This design comes from an exercise in tuning for small area, a short achievable clock period and few clock cycles on the open sky130 flow, not from production work. Where RTL was checked, it was by simulation tests only, not by an equivalence proof against the original.

Setup of harbor:
// pipe_exe_md
module pipe_exe_md #(
  parameter logic [31:0] DIV0_LO = 32'hFFFFFFFF
) (
  input  logic        clock,
  input  logic        resetn,
  input  logic        ebubble,
  input  logic [3:0]  ealuc,
  input  logic        ealuimm,
  input  logic        eshift,
  input  logic        ejal,
  input  logic [3:0]  emd,
  input  logic [31:0] ea,
  input  logic [31:0] eb,
  input  logic [31:0] eimm,
  input  logic [31:0] esa,
  input  logic [31:0] epc4,
  input  logic [4:0]  ern0,
  output logic [31:0] ealu,
  output logic [4:0]  ern,
  output logic        md_stall
);
  localparam logic [3:0] MD_MULT  = 4'd1;
  localparam logic [3:0] MD_MULTU = 4'd2;
  localparam logic [3:0] MD_DIV   = 4'd3;
  localparam logic [3:0] MD_DIVU  = 4'd4;
  localparam logic [3:0] MD_MFHI  = 4'd5;
  localparam logic [3:0] MD_MFLO  = 4'd6;
  localparam logic [3:0] MD_MTHI  = 4'd7;
  localparam logic [3:0] MD_MTLO  = 4'd8;
  logic [31:0] hi_q, lo_q;
  logic        hx_q;          
  logic        bprev_q;       
  logic [32:0] d_q;           
  logic        busy_q;
  logic        mul_q;         
  logic        sgn_q;         
  logic        fix_q;         
  logic        fixing_q;      
  ...
Size in the first run: ~4,200 cells after synthesis.
==> flow/config.mk <==
export PLATFORM = sky130hd
export DESIGN_NAME = pipe_exe_md
export DESIGN_NICKNAME = pipe_exe_md
export VERILOG_FILES = /design/flow/design.v
export SDC_FILE = /design/flow/constraint.sdc
export NUM_CORES = 4
export LEC_CHECK = 0
export ABC_AREA = 1
export CAP_MARGIN = 10
export CORE_MARGIN = 2
export CORE_UTILIZATION = 40
export SETUP_SLACK_MARGIN = 1.4
export SLEW_MARGIN = 10
==> flow/constraint.sdc <==
create_clock -name core_clock -period 9.0 [get_ports {clock}]
set_input_delay 1.8000 -clock core_clock [delete_from_list [all_inputs] [get_ports {clock}]]
set_output_delay 1.8000 -clock core_clock [all_outputs]
set_load 0.01 [all_outputs]
standard.sh (not shown) runs the stock make flow with config.mk's settings and CLKGATE_MAP_FILE= SYNTH_SCRIPT=/design/flow/synth_recipe.tcl, a recipe that flattens the netlist after the stock synthesis.
==> flow/flow/run.sh <==
#!/bin/bash
# The standard layout, with two changes to how the layout is made:
#  - the port buffers are buf_2 cells instead of the slow delay buffer that
#    buffer_ports picks by default (every port still gets its own buffer);
#  - the resizer may change a cell's footprint when it sizes gates.
# Synthesis is the standard one, unchanged.
set -euo pipefail
export BUFFER_PORTS_ARGS="-buffer_cell sky130_fd_sc_hd__buf_2"
sed 's/CLKGATE_MAP_FILE= /CLKGATE_MAP_FILE= MATCH_CELL_FOOTPRINT=0 /' standard.sh > standard_fp.sh
grep -q 'MATCH_CELL_FOOTPRINT=0' standard_fp.sh
bash standard_fp.sh > standard_flow.log 2>&1
Testbench counts of harbor, summed over its fixed seeds: cycles 31,588.
[inputs] yarrow vs harbor
Settings: SETUP_SLACK_MARGIN: 1.4 -> 1.5.
### Flow results
Any difference in sequential cell area between yarrow and harbor is small enough to ignore.
Max global-route wire length before repair across yarrow and harbor: yarrow
Fmax grows slightly when moving from harbor to yarrow.
Modified inputs, zinc compared to yarrow
Settings: swapping 40 for 35 in CORE_UTILIZATION.
[summary]
Between yarrow and zinc, the via count figures differ only marginally. Taking yarrow over zinc, the number of fill cells in the layout ratio works out to 0.867. Cell area after layout on zinc is up relative to yarrow. On zinc: maximum frequency is 0.0018 GHz lower than what yarrow gave. Time the final worst path needs with I/O delays and setup delta for zinc relative to yarrow: 100 ps higher. The run showing the smaller width of the die is yarrow. Going from yarrow to zinc, first-pass GRT wire length shows no meaningful change; first-iteration DRC count shows an increase of 98; worst hold margin shows no meaningful change. Summary — final antenna diode count, zinc relative to yarrow: higher, by 7.
What onyx does differently from zinc at the input level:
Settings: SETUP_SLACK_MARGIN: 1.5 -> 1.6; CORE_UTILIZATION: 35 -> 40.
Notes after the runs:
- Relative to zinc, worst path setup slack after routing has decreased by 120 ps in onyx.
- Relative to zinc, final cycle utilization of the critical path has increased by 1.4 points in onyx.
- In the flow results for onyx and zinc, the max-slew headroom at the worst pin is larger on onyx.
- Relative to zinc, time the worst path needs with I/O delays and setup increased by 120 ps in onyx.
- Compared with zinc, onyx shows a average wire per standard cell that is 2.6% higher.
- On clock-pin slew of the registers on the worst-case setup and hold paths, onyx tracks zinc almost exactly.
- Insertion delay of the later-clocked pin in the worst-skew pair of zinc is on par with onyx.
- Comparing zinc with onyx, the sequential share of layout area came out essentially unchanged.

* * *

run E:
Another version of the RTL of pipe_exe_md (not shown whole).
Size in the first run: roughly 4,300 cells after synthesis, about 110 flip-flops, about 220 I/O pins, ~28,000 sq um of cells after synthesis.
Settings: LEC_CHECK=0, ABC_AREA=1, CAP_MARGIN=20, CORE_MARGIN=2, CORE_UTILIZATION=40, SETUP_SLACK_MARGIN=1.5, SLEW_MARGIN=20; clock period 9.0 ns.
run.sh (not shown) runs the stock make flow with config.mk's settings and CLKGATE_MAP_FILE= SYNTH_SCRIPT=/design/flow/synth_recipe.tcl, a recipe that flattens the netlist after the stock synthesis.
Stock flow here: none of the scripts above is used.
Run E: PASS, flow complete, no timing, DRC or antenna violations
Testbench counts of run E, summed over its fixed seeds: cycles 31,550.
Modified inputs, run B compared to run E
==> flow/flow/run.sh (new file) <==
#!/bin/bash
set -euo pipefail
export BUFFER_PORTS_ARGS="-buffer_cell sky130_fd_sc_hd__buf_2"
bash standard.sh > standard_flow.log 2>&1
==> flow/standard.sh (new file) <==
#!/bin/bash
# synth_recipe.tcl (not shown) runs the flow's synth.tcl, then flattens the netlist and writes it again
# the make line also repeats each setting of config.mk as NAME=value (left out here)
make -C /OpenROAD-flow-scripts/flow DESIGN_CONFIG=/design/flow/config.mk WORK_HOME=/design/flow/orfs CLKGATE_MAP_FILE= SYNTH_SCRIPT=/design/flow/synth_recipe.tcl "${@:-finish}"
removed: flow/run.sh
## What came out
Looking at global-route usage, run B sits 1.8 points below run E.
Looking at register fraction of the total cell area, run B sits 0.68 points above run E.
Relative to run E, final design utilization decreased by 3.9 points in run B.
Maximum clock rate sits higher in run B than in run E.
Per the comparison of run B with run E, post-route minimum period fell by 56 ps; total length of routed wires went down 4.4%; final instance count without filler cells moved down.
Run B improves on run E in via count.
[run B] number of clock buffers in the layout fell 3 relative to run E
Re fill cell instance count of the final layout: run B is 315 up on run E.

* * *

RTL: one of the versions met above, not the one the previous note started from.
Size: roughly 4200 cells after synthesis, ~110 flip-flops.
clock: 9.0 ns
lec_check: 0
abc_area: 1
cap_margin: 10
core_margin: 2
core_utilization: 40
gpl_timing_driven: 0
setup_slack_margin: 1.5
slew_margin: 10
standard.sh (not shown) runs the stock make flow with config.mk's settings and CLKGATE_MAP_FILE= SYNTH_SCRIPT=/design/flow/synth_recipe.tcl, a recipe that flattens the netlist after the stock synthesis.
==> flow/flow/run.sh <==
#!/bin/bash
# The standard layout, with two changes to how the layout is made:
#  - the port buffers are buf_2 cells instead of the slow delay buffer that
#    buffer_ports picks by default (every port still gets its own buffer);
#  - the resizer may change a cell's footprint when it sizes gates.
# Synthesis is the standard one, unchanged.
set -euo pipefail
export BUFFER_PORTS_ARGS="-buffer_cell sky130_fd_sc_hd__buf_2"
sed 's/CLKGATE_MAP_FILE= /CLKGATE_MAP_FILE= MATCH_CELL_FOOTPRINT=0 /' standard.sh > standard_fp.sh
grep -q 'MATCH_CELL_FOOTPRINT=0' standard_fp.sh
bash standard_fp.sh > standard_flow.log 2>&1
Testbench counts at the start, summed over its fixed seeds: cycles 31,588.
Next try:
==> flow/flow/run.sh (replaced) <==
#!/bin/bash
# The standard layout, with two changes to how the layout is made:
#  - the port buffers are buf_1 cells instead of the slow delay buffer that
#    buffer_ports picks by default (every port still gets its own buffer);
#  - the resizer may change a cell's footprint when it sizes gates.
# Synthesis is the standard one, unchanged.
set -euo pipefail
export BUFFER_PORTS_ARGS="-buffer_cell sky130_fd_sc_hd__buf_1"
sed 's/CLKGATE_MAP_FILE= /CLKGATE_MAP_FILE= MATCH_CELL_FOOTPRINT=0 /' standard.sh > standard_fp.sh
grep -q 'MATCH_CELL_FOOTPRINT=0' standard_fp.sh
bash standard_fp.sh > standard_flow.log 2>&1
GPL_TIMING_DRIVEN = default   (was 0)
Utilization shrinks by 2.6 points. Global-route usage came out lower by 6.2 points. Sequential cell count is unchanged. Clock skew fell by 0.012 ns. Wire length decreases by about 15%.

* * *

== north ==
Another version of the RTL of pipe_exe_md (not shown whole).
Size: ~4200 cells after synthesis, ~110 flip-flops, ~28000 um2 of cells after synthesis.
Design pipe_exe_md, start of the top module:
module pipe_exe_md #(
  parameter logic [31:0] DIV0_LO = 32'hFFFFFFFF
) (
  input  logic        clock,
  input  logic        resetn,
  input  logic        ebubble,
  input  logic [3:0]  ealuc,
  input  logic        ealuimm,
  input  logic        eshift,
  input  logic        ejal,
  input  logic [3:0]  emd,
  input  logic [31:0] ea,
  input  logic [31:0] eb,
  input  logic [31:0] eimm,
  input  logic [31:0] esa,
  input  logic [31:0] epc4,
  input  logic [4:0]  ern0,
  output logic [31:0] ealu,
  output logic [4:0]  ern,
  output logic        md_stall
);
Settings: LEC_CHECK=0, ABC_AREA=1, CAP_MARGIN=10, CORE_MARGIN=2, CORE_UTILIZATION=40, GPL_ROUTABILITY_DRIVEN=0, SETUP_SLACK_MARGIN=1.5, SLEW_MARGIN=10; clock period 9.0 ns.
==> flow/flow/run.sh <==
#!/bin/bash
# The standard layout, with two changes to how the layout is made:
#  - the port buffers are buf_2 cells instead of the slow delay buffer that
#    buffer_ports picks by default (every port still gets its own buffer);
#  - the resizer may change a cell's footprint when it sizes gates.
# Synthesis is the standard one, unchanged.
set -euo pipefail
export BUFFER_PORTS_ARGS="-buffer_cell sky130_fd_sc_hd__buf_2"
sed 's/CLKGATE_MAP_FILE= /CLKGATE_MAP_FILE= MATCH_CELL_FOOTPRINT=0 /' standard.sh > standard_fp.sh
grep -q 'MATCH_CELL_FOOTPRINT=0' standard_fp.sh
bash standard_fp.sh > standard_flow.log 2>&1
Testbench counts of north, summed over its fixed seeds: cycles 31,588.
#### Input delta (south over north)
# north
export LEC_CHECK = 0
export ABC_AREA = 1
export CAP_MARGIN = 10
export CORE_MARGIN = 2
export CORE_UTILIZATION = 40
export GPL_ROUTABILITY_DRIVEN = 0
export SETUP_SLACK_MARGIN = 1.5
export SLEW_MARGIN = 10
create_clock -name core_clock -period 9.0 [get_ports {clock}]
# south
export LEC_CHECK = 0
export ABC_AREA = 1
export CAP_MARGIN = 0
export CORE_MARGIN = 2
export CORE_UTILIZATION = 40
export SETUP_SLACK_MARGIN = 1.5
export SLEW_MARGIN = 0
create_clock -name core_clock -period 9.0 [get_ports {clock}]
Results
Any difference in clock transition time at the flip-flop clock pins of the worst setup and hold paths between south and north is small enough to ignore.
Of the two values seen for start point of the critical path, eb[7] was produced by south and eshift by north.
Comparing north and south, fraction of area in registers is higher on south.
Looking only at total detailed-routing wirelength, and setting everything else aside, the higher value of north and south goes to south.
south -> north: post-synthesis xor/xnor area fraction delta 0, exact match
south ran to completion and came out clean on the timing, DRC and antenna checks.
On south: setup slack is 0.16 ns higher than what north gave.
north vs south, critical path's slowest cell: fa_2 vs ha_1
Edits applied to the flow inputs when going from south to east:
# south
export LEC_CHECK = 0
export ABC_AREA = 1
export CAP_MARGIN = 0
export CORE_MARGIN = 2
export CORE_UTILIZATION = 40
export SETUP_SLACK_MARGIN = 1.5
export SLEW_MARGIN = 0
create_clock -name core_clock -period 9.0 [get_ports {clock}]
# east
export LEC_CHECK = 0
export ABC_AREA = 1
export CAP_MARGIN = 10
export CORE_MARGIN = 2
export CORE_UTILIZATION = 40
export SETUP_SLACK_MARGIN = 2.0
export SLEW_MARGIN = 10
create_clock -name core_clock -period 9.0 [get_ports {clock}]
--- outcome ---
- When the final numbers for south and east were put side by side, the global-route usage turned out to be smaller in south.
- Maximum frequency in east is 1.5% lower than in south
- Sort south and east by cell area, ascending, and south comes first.
- [compare] base=south new=east: non-filler instance count after layout increased by 119 relative to the old numbers, synthesis-to-finish area growth now sits higher, path length in cells of the critical path saw an increase, total wirelength of the detailed-routed design +3.3%.
- Run comparison: east worst setup path startpoint ealuimm; south worst setup path startpoint eb[7]
## Diff of input files: west against east
# east
export LEC_CHECK = 0
export ABC_AREA = 1
export CAP_MARGIN = 10
export CORE_MARGIN = 2
export CORE_UTILIZATION = 40
export SETUP_SLACK_MARGIN = 2.0
export SLEW_MARGIN = 10
create_clock -name core_clock -period 9.0 [get_ports {clock}]
# west
export LEC_CHECK = 0
export ABC_AREA = 1
export CAP_MARGIN = 10
export CORE_MARGIN = 2
export CORE_UTILIZATION = 40
export SETUP_SLACK_MARGIN = 1.25
export SLEW_MARGIN = 10
create_clock -name core_clock -period 9.0 [get_ports {clock}]
Findings:
- Diff west..east | total congestion overflow | negligible
- In the tables for east and west, layout overhead on the synthesized area reads higher with east.
- west vs east: met3 demand-to-capacity share in global routing down in west
- Summary of west over east: number of hold violations in the final report neither gained nor lost much; critical path depth fell about 44%.

* * *

Another version of the RTL of pipe_exe_md (not shown whole).
Size: roughly 4700 cells after synthesis, roughly 110 flip-flops, about 220 I/O pins, ~30000 um2 of cells after synthesis.
clock: 9.0 ns
lec_check: 0
abc_area: 1
cap_margin: 10
core_margin: 2
core_utilization: 40
setup_slack_margin: 1.5
slew_margin: 10
synth_hierarchical: 1
synth_minimum_keep_size: 800
Scripts as last shown in full above: flow/flow/run.sh
Next try:
SETUP_SLACK_MARGIN = 2.0   (was 1.5)
Fmax went up by 3.6%.
Cell count went up by 1.0%.
No run of this note included a check of the RTL's function; only the layout flow was run.

* * *

job 9165:
pipe_exe_md with an RTL version that a note above also has.
Size: about 110 flip-flops, roughly 220 I/O pins, roughly 0.028 mm² of cells after synthesis.
export LEC_CHECK = 0
export ABC_AREA = 1
export CAP_MARGIN = 10
export CORE_MARGIN = 2
export CORE_UTILIZATION = 40
export SETUP_SLACK_MARGIN = 1.7
export SLEW_MARGIN = 10
create_clock -name core_clock -period 9.0 [get_ports {clock}]
Scripts as last shown in full above: flow/flow/run.sh
Every stage of the flow completed for job 9165, and the final layout passed the timing, DRC and antenna checks.
Testbench counts of job 9165, summed over its fixed seeds: cycles 31,588.
Input changes introduced in job 8593 (baseline for comparison: job 9165):
- SETUP_SLACK_MARGIN: 1.7 -> 1.5
- TNS_END_PERCENT: unset -> 25
Notes after the runs:
On sequential standard cell area, job 9165 and job 8593 are basically level. Status: vias per cell parity (job 8593, job 9165). The number of non-filler instances in the completed layout of job 9165 and that of job 8593 are within noise of each other. Total overflow reported by the global router came out exactly the same in job 9165 and job 8593. Job 9165 was larger in final cell area than job 8593. Job 9165 -> job 8593: detailed-route via count flat. Route | job 8593 vs job 9165 | wire longer in job 8593. When the final numbers for job 9165 and job 8593 were put side by side, the sequential share of layout area turned out to be greater in job 8593. Fmax: job 8593 below job 9165. Job 8593 — core utilization of the finished layout 1.1 points lower, job 9165 as reference.
> inputs changed (job 8593 -> job 6254)
- SETUP_SLACK_MARGIN: 1.5 -> 1.0
- TNS_END_PERCENT: 25 -> unset
Notes after the runs:
Compared with job 8593, in job 6254 routed wire length fell 3.8 mm; share of cells above drive strength 1 fell 3.2 points; endpoint arrival time on the critical path rose 330 ps; setup slack fell 340 ps.
The number of H-tree levels on job 8593 is in line with that on job 6254.
--- input diff job 6254..job 8395 ---
- a change of SETUP_SLACK_MARGIN from 1.0 to 1.5
- an added PLACE_DENSITY of 0.75
--- outcome ---
Capture point of the critical path = ealu[30]: job 8395; capture point of the critical path = ealu[8]: job 6254
Diff job 6254 -> job 8395: number of buffers inserted to repair setup after CTS saw an increase, total via count after detailed routing now sits higher, synthesis-to-finish area growth up 3.9 points, setup slack picked up an extra 350 ps, count of filler cells inserted in the layout went down.
The inputs of job 892 differ from those of job 8395 as listed below.
- PLACE_DENSITY removed (was 0.75)
- Job 892 finished end to end and its layout was clean on timing, DRC and antenna.
- Job 8395 did not stop at any stage, and its layout met the timing, DRC and antenna checks.
- Delta (job 892 minus job 8395): number of placed instances, taps included increased by about 0.4% relative to the old numbers, ratio of routed vias to standard cells shrank by 3.4%, worst setup margin increased by 34 ps relative to the old numbers, register cell area after layout barely changed, filler-free cell count of the finished design held.
- Going from job 8395 to job 892, DRC violation total after the first TritonRoute iteration has decreased; total wirelength of the detailed-routed design has remained practically unchanged.

## separate check: timing with driven ports
How much do the figures lean on ideal ports? The routed layouts below were timed once more, with nothing changed but the port constraints. Step 1: set_driving_cell puts a clkbuf_16 on clock and a buf_2 on each other input, an assumption about the parent block. Step 2 also shifts input and output timing later by t, the mid clock arrival at the registers, as if the neighbouring blocks saw the same clock. Slacks: no drivers / after step 1 / after step 2; pairs: no drivers / after step 1.
run	t, ns	setup slack, ns	hold slack, ns	pins driven straight from the clock port
harbor	0.449	1.434 / 1.358 / 1.297	0.487 / 0.487 / 0.487	1
yarrow	0.436	1.511 / 1.440 / 1.221	0.481 / 0.481 / 0.481	1
zinc	0.428	1.408 / 1.308 / 1.308	0.484 / 0.484 / 0.484	1
onyx	0.441	1.284 / 1.236 / 1.236	0.477 / 0.477 / 0.477	1
run E	0.441	1.346 / 1.301 / 1.068	0.498 / 0.498 / 0.498	1
run B	0.443	1.402 / 1.355 / 1.355	0.484 / 0.484 / 0.484	1
the first run of note 3	0.453	1.008 / 0.941 / 0.941	0.482 / 0.482 / 0.482	1
the second run of note 3	0.424	1.448 / 1.302 / 1.218	0.472 / 0.472 / 0.472	1
north	0.442	1.352 / 1.190 / 1.190	0.494 / 0.494 / 0.494	1
south	0.436	1.511 / 1.440 / 1.221	0.481 / 0.481 / 0.481	1
east	0.447	1.397 / 1.295 / 1.295	0.485 / 0.485 / 0.485	1
west	0.435	1.301 / 1.172 / 1.172	0.481 / 0.481 / 0.481	1
the first run of note 5	0.443	1.643 / 1.624 / 1.367	0.488 / 0.488 / 0.488	1
the second run of note 5	0.456	1.896 / 1.896 / 1.601	0.493 / 0.493 / 0.493	1
job 9165	0.447	1.519 / 1.386 / 1.386	0.495 / 0.495 / 0.495	1
job 8593	0.426	1.465 / 1.401 / 1.272	0.481 / 0.481 / 0.481	1
job 6254	0.437	1.129 / 1.083 / 0.858	0.481 / 0.481 / 0.481	1
job 8395	0.426	1.476 / 1.367 / 1.214	0.478 / 0.478 / 0.478	1
job 892	0.436	1.511 / 1.440 / 1.221	0.481 / 0.481 / 0.481	1
After both steps setup and hold are still met in every run listed. For the second run of note 5, which loses most, drivers alone change the setup slack by 0.000 ns; drivers and shift together by -0.295 ns.
